Context: an optimization exercise on an open-source flow, tuned for small area. The choices shown serve that exercise and are no tape-out recipe.
The RTL was checked by simulation tests, not by an equivalence proof against the original design.
Power and IR drop assume default switching activity. No driver is modelled on the clock port, so clocking that relies on it looks cheaper here than on a real chip.

==> flow/design.v (excerpt) <==
module conv_window_gen #(
  parameter int DATA_WIDTH    = 12,
  parameter int FILTER_WIDTH  = 5,
  parameter int INPUT_WIDTH   = 32,
  parameter int INPUT_HEIGTH  = 32,
  parameter int OUTPUT_WIDTH  = INPUT_WIDTH - FILTER_WIDTH + 1,
  parameter int OUTPUT_HEIGTH = INPUT_HEIGTH - FILTER_WIDTH + 1
) (
  input  logic                                            clk,
  input  logic                                            rst_n,
  input  logic                                            in_valid,
  output logic                                            in_ready,
  input  logic signed [DATA_WIDTH-1:0]                    in_pixel,
  output logic                                            win_valid,
  input  logic                                            win_ready,
  output logic [FILTER_WIDTH*FILTER_WIDTH*DATA_WIDTH-1:0] win_data,
  output logic [$clog2(OUTPUT_HEIGTH)-1:0]                win_row,
  output logic [$clog2(OUTPUT_WIDTH)-1:0]                 win_col,
  output logic                                            frame_done
);
==> flow/config.mk <==
export PLATFORM = sky130hd
export DESIGN_NAME = conv_window_gen
export DESIGN_NICKNAME = conv_window_gen
export VERILOG_FILES = /design/flow/design.v
export SDC_FILE = /design/flow/constraint.sdc
export NUM_CORES = 4
export LEC_CHECK = 0
export CAP_MARGIN = 20
export CORE_MARGIN = 2
export CORE_UTILIZATION = 65
export PLACE_DENSITY = 0.75
export SLEW_MARGIN = 20
==> flow/constraint.sdc <==
create_clock -name core_clock -period 8.0 [get_ports {clk}]
set_input_delay 1.6000 -clock core_clock [delete_from_list [all_inputs] [get_ports {clk}]]
set_output_delay 1.6000 -clock core_clock [all_outputs]
set_load 0.01 [all_outputs]
standard.sh (not shown) runs the stock make flow with config.mk's settings and CLKGATE_MAP_FILE= SYNTH_SCRIPT=/design/flow/synth_recipe.tcl, a recipe that flattens the netlist after the stock synthesis.
==> flow/flow/run.sh <==
#!/bin/bash
# Standard ORFS layout with two changes: port buffers use the smallest
# buffer, and CTS builds larger sink clusters without dummy loads.
set -euo pipefail
export BUFFER_PORTS_ARGS="-buffer_cell sky130_fd_sc_hd__buf_1"
export CTS_ARGS="-sink_clustering_enable -repair_clock_nets -dont_use_dummy_load -sink_clustering_size 16 -sink_clustering_max_diameter 50 -buf_list sky130_fd_sc_hd__clkbuf_8"
bash standard.sh > standard_flow.log 2>&1
Edit:
==> flow/run.sh (new file) <==
#!/bin/bash
# synth_recipe.tcl (not shown) runs the flow's synth.tcl, then flattens the netlist and writes it again
# the make line also repeats each setting of config.mk as NAME=value (left out here)
make -C /OpenROAD-flow-scripts/flow DESIGN_CONFIG=/design/flow/config.mk WORK_HOME=/design/flow/orfs CLKGATE_MAP_FILE= SYNTH_SCRIPT=/design/flow/synth_recipe.tcl finish
CORE_UTILIZATION = 40   (was 65)
PLACE_DENSITY = not set   (was 0.75)
removed: flow/flow/run.sh
removed: flow/standard.sh
Result:
- wire length came out higher by about 13%
- sequential power barely changes
- global-route usage came out lower by 4.1 points
- synthesized cell count is unchanged
- combinational power came out higher by 22%
- core utilization came out lower by 22 points


Starting RTL as in the previous note.
clock: 8.0 ns
lec_check: 0
cap_margin: 20
core_margin: 2
core_utilization: 40
slew_margin: 20
==> flow/flow/run.sh <==
#!/bin/bash
# Standard ORFS layout with two changes: port buffers use the smallest
# buffer, and CTS builds larger sink clusters without dummy loads.
set -euo pipefail
export BUFFER_PORTS_ARGS="-buffer_cell sky130_fd_sc_hd__buf_1"
export CTS_ARGS="-sink_clustering_enable -repair_clock_nets -dont_use_dummy_load -sink_clustering_size 30 -sink_clustering_max_diameter 100"
bash standard.sh > standard_flow.log 2>&1
The starting point completed without violations.
Edit:
--- a/flow/config.mk
+++ b/flow/config.mk
@@ -9,3 +9,4 @@
 export CORE_MARGIN = 2
-export CORE_UTILIZATION = 40
+export CORE_UTILIZATION = 80
+export PLACE_DENSITY = 0.88
 export SLEW_MARGIN = 20
=>
- With this change the flow stopped in 3_5_place_dp
- synthesized cell count is unchanged
- area after synthesis stays the same
Edit:
--- a/flow/config.mk
+++ b/flow/config.mk
@@ -9,4 +9,4 @@
 export CORE_MARGIN = 2
-export CORE_UTILIZATION = 80
-export PLACE_DENSITY = 0.88
+export CORE_UTILIZATION = 65
+export PLACE_DENSITY = 0.75
 export SLEW_MARGIN = 20
This time the run completed with no timing, DRC or antenna violations; area after synthesis does not change; synthesized cell count is unchanged.
Edit:
--- a/flow/config.mk
+++ b/flow/config.mk
@@ -9,4 +9,4 @@
 export CORE_MARGIN = 2
-export CORE_UTILIZATION = 65
-export PLACE_DENSITY = 0.75
+export CORE_UTILIZATION = 72
+export PLACE_DENSITY = 0.82
 export SLEW_MARGIN = 20
Flip-flop and latch count is unchanged.
Final area hardly moves.
Die area came out lower by about 10%.
Non-clock buffer count falls by 1.
Clock skew barely changes.
Setup slack loses 15 ps.
Global-route usage is higher by 5.3 points.
Combinational power grows by about 3%.
Worst hold slack degrades by 3.4 ps.

==> what the ideal ports hide <==
How much do the figures lean on ideal ports? The routed layouts below were timed once more, with nothing changed but the port constraints. Step 1, drivers: a clkbuf_16 drives clk and a buf_2 each remaining input, both assumed. Step 2 moves the port delays by t, midway between the first and last clock arrival at a register: inputs arrive t later, outputs are due t later. That takes back most of the time a late clock gives input paths. Slacks: ideal / step 1 / step 2; pairs: ideal / step 1.
run	t, ns	slack for setup (ns)	worst hold slack (ns)	clock arrival spread, ns	worst slew at a driven data input, ns
the first run of note 1	0.760	4.205 / 4.142 / 3.651	0.358 / 0.358 / 0.358	0.097 / 0.097	0.04
the second run of note 1	0.785	3.519 / 3.494 / 3.398	0.403 / 0.403 / 0.403	0.022 / 0.022	0.03
the first run of note 2	0.688	4.260 / 4.240 / 4.063	0.356 / 0.356 / 0.356	0.093 / 0.093	0.04
the third run of note 2	0.697	4.250 / 4.224 / 3.710	0.410 / 0.410 / 0.410	0.033 / 0.033	0.04
the fourth run of note 2	0.709	4.235 / 4.207 / 3.886	0.406 / 0.406 / 0.406	0.043 / 0.042	0.04
After both steps every run listed still meets setup and hold. For the first run of note 1, which loses most, drivers alone change the setup slack by -0.063 ns; drivers and shift together by -0.554 ns.
